Source: an optimization exercise on an open RTL-to-GDS flow (aim: small area, a short achievable clock period and few clock cycles). Production flows keep margins and buffers that such runs may drop.
The RTL was checked by simulation tests, not by an equivalence proof against the original design.
Power figures rest on the tool's default switching activity, not on a simulated workload.

Setup of job 1935:
## indexed_stack_buffer
module indexed_stack_buffer (
   input  logic        clock,
   input  logic        reset,
   input  logic        req_tvalid,
   output logic        req_tready,
   input  logic [39:0] req_tdata,
   output logic        rsp_tvalid,
   input  logic        rsp_tready,
   output logic [39:0] rsp_tdata
);
Size: about 2,800 cells after synthesis, roughly 35,000 µm² of cells after synthesis.
Settings: LEC_CHECK=0, CAP_MARGIN=20, CORE_MARGIN=2, CORE_UTILIZATION=65, CTS_CLUSTER_DIAMETER=60, CTS_CLUSTER_SIZE=20, SETUP_SLACK_MARGIN=2.2, SLEW_MARGIN=20; clock period 5.0 ns.
standard.sh (not shown) runs the stock make flow with config.mk's settings and CLKGATE_MAP_FILE= SYNTH_SCRIPT=/design/flow/synth_recipe.tcl, a recipe that flattens the netlist after the stock synthesis.
==> flow/flow/run.sh <==
#!/bin/bash
# The standard layout, except that the port buffers are buf_4 cells
# instead of the slow delay buffers buffer_ports picks by default. Every
# port still gets its buffer. ORFS's per-step logs stay under orfs/logs;
# make's own output goes to flow_make.log.
set -euo pipefail
export BUFFER_PORTS_ARGS="-buffer_cell sky130_fd_sc_hd__buf_4"
bash standard.sh finish > flow_make.log 2>&1
Both conditions hold for job 1935: the flow ran to the end and the final layout passed the timing, DRC and antenna checks.
Testbench counts of job 1935, summed over its fixed seeds: cycles 16,032.
diff inputs: job 1935 => job 6063
--- a/flow/config.mk
+++ b/flow/config.mk
@@ -9,3 +9,3 @@
 export CORE_MARGIN = 2
-export CORE_UTILIZATION = 65
+export CORE_UTILIZATION = 55
 export CTS_CLUSTER_DIAMETER = 60
--- outcome ---
Highest layer used for signal routing: met5 -> job 6063, met4 -> job 1935
Job 6063: relative contribution of the clock network to total power 0.6 points above job 1935
From job 1935 to job 6063 the numbers moved as follows: hold slack increased 0.0061 ns, die width increased 8.6%, met2 demand-to-capacity share in global routing decreased 7.2 points, global-route usage decreased 4.8 points.
Compared with job 1935, job 6063 shows a higher total length of routed wires.
The higher final cell count of job 1935 and job 6063 is in job 6063.
## Diff of input files: job 1962 against job 6063
--- a/flow/config.mk
+++ b/flow/config.mk
@@ -12,3 +12,3 @@
 export CTS_CLUSTER_SIZE = 20
-export SETUP_SLACK_MARGIN = 2.2
+export SETUP_SLACK_MARGIN = 2.5
 export SLEW_MARGIN = 20
Results
Worst setup slack, job 6063 and job 1962: higher on job 1962
Per the comparison of job 1962 with job 6063, final area moved up; via count went up by about 1.9%.
Register cell area after layout: job 1962 vs job 6063 — no meaningful difference
Diff job 6063 -> job 1962 | via density per instance | decrease of 1.1%
Going from job 6063 to job 1962, final-stage net count grew by 111; power consumption moved up; met2 layer usage reported by global route neither gained nor lost much.
Job 1962: worst setup skew after layout 0.010 ns above job 6063
Job 1962 ends up with higher overall track demand over capacity in global routing than job 6063 does.
For job 4265, these inputs were changed with respect to job 1962:
--- a/flow/config.mk
+++ b/flow/config.mk
@@ -12,3 +12,3 @@
 export CTS_CLUSTER_SIZE = 20
-export SETUP_SLACK_MARGIN = 2.5
+export SETUP_SLACK_MARGIN = 2.0
 export SLEW_MARGIN = 20
[summary]
- Job 4265 ends up with a time the final worst path needs with I/O delays and setup that is 0.19 ns higher than in job 1962.
- Compare job 4265 and job 1962 | non-clock buffer count lower: job 4265
- Job 1962 → job 4265: area of all placed cells without fillers now sits lower; logic depth of the worst register-to-register path lower; internal power lost 0.00046 W; via count went down 2.7%.

indexed_stack_buffer again, from the RTL that the note above started with.
==> flow/config.mk <==
export PLATFORM = sky130hd
export DESIGN_NAME = indexed_stack_buffer
export DESIGN_NICKNAME = indexed_stack_buffer
export VERILOG_FILES = /design/flow/design.v
export SDC_FILE = /design/flow/constraint.sdc
export NUM_CORES = 4
export LEC_CHECK = 0
export CAP_MARGIN = 20
export CORE_MARGIN = 2
export CORE_UTILIZATION = 55
export CTS_CLUSTER_DIAMETER = 60
export CTS_CLUSTER_SIZE = 20
export SETUP_SLACK_MARGIN = 2.35
export SLEW_MARGIN = 20
==> flow/constraint.sdc <==
create_clock -name core_clock -period 5.0 [get_ports {clock}]
set_input_delay 1.0000 -clock core_clock [delete_from_list [all_inputs] [get_ports {clock}]]
set_output_delay 1.0000 -clock core_clock [all_outputs]
set_load 0.01 [all_outputs]
Scripts as last shown in full above: flow/flow/run.sh
Testbench counts at the start, summed over its fixed seeds: cycles 16,032.
Then changed:
CORE_UTILIZATION = 50   (was 55)
SETUP_SLACK_MARGIN = 2.4   (was 2.35)
=> Sequential share of layout area shrinks by 1.1 points; worst setup slack got worse by 0.092 ns; global-route usage falls by 3.2 points.

-- port drivers added, routing unchanged --
How much do the figures lean on ideal ports? The routed layouts below were timed once more, with nothing changed but the port constraints.
Step 1 assumes that a clkbuf_16 drives the clock port and a buf_2 every other input.
Step 2 adds t to the input delays and takes it off the output delays; t is the mean of the earliest and latest rising clock arrival at the registers after step 1. Input paths then give back, and output paths get back, about the clock's delay inside the block.
Three values: no drivers, after step 1, after step 2; two values: the first two.
run	t (ns)	setup WS [ns]	worst setup path at the end
job 1935	0.686	2.115 / 2.115 / 1.857	input to register
job 6063	0.677	2.211 / 2.211 / 1.691	input to register
job 1962	0.708	2.265 / 2.265 / 1.801	input to register
job 4265	0.684	2.073 / 2.073 / 1.761	input to register
the first run of note 2	0.691	2.304 / 2.304 / 1.774	input to register
the second run of note 2	0.717	2.212 / 2.212 / 1.737	input to register
After both steps setup and hold are still met in every run listed. The setup slack of the first run of note 2, which loses most, moves by 0.000 ns with the drivers and by -0.530 ns with both steps.
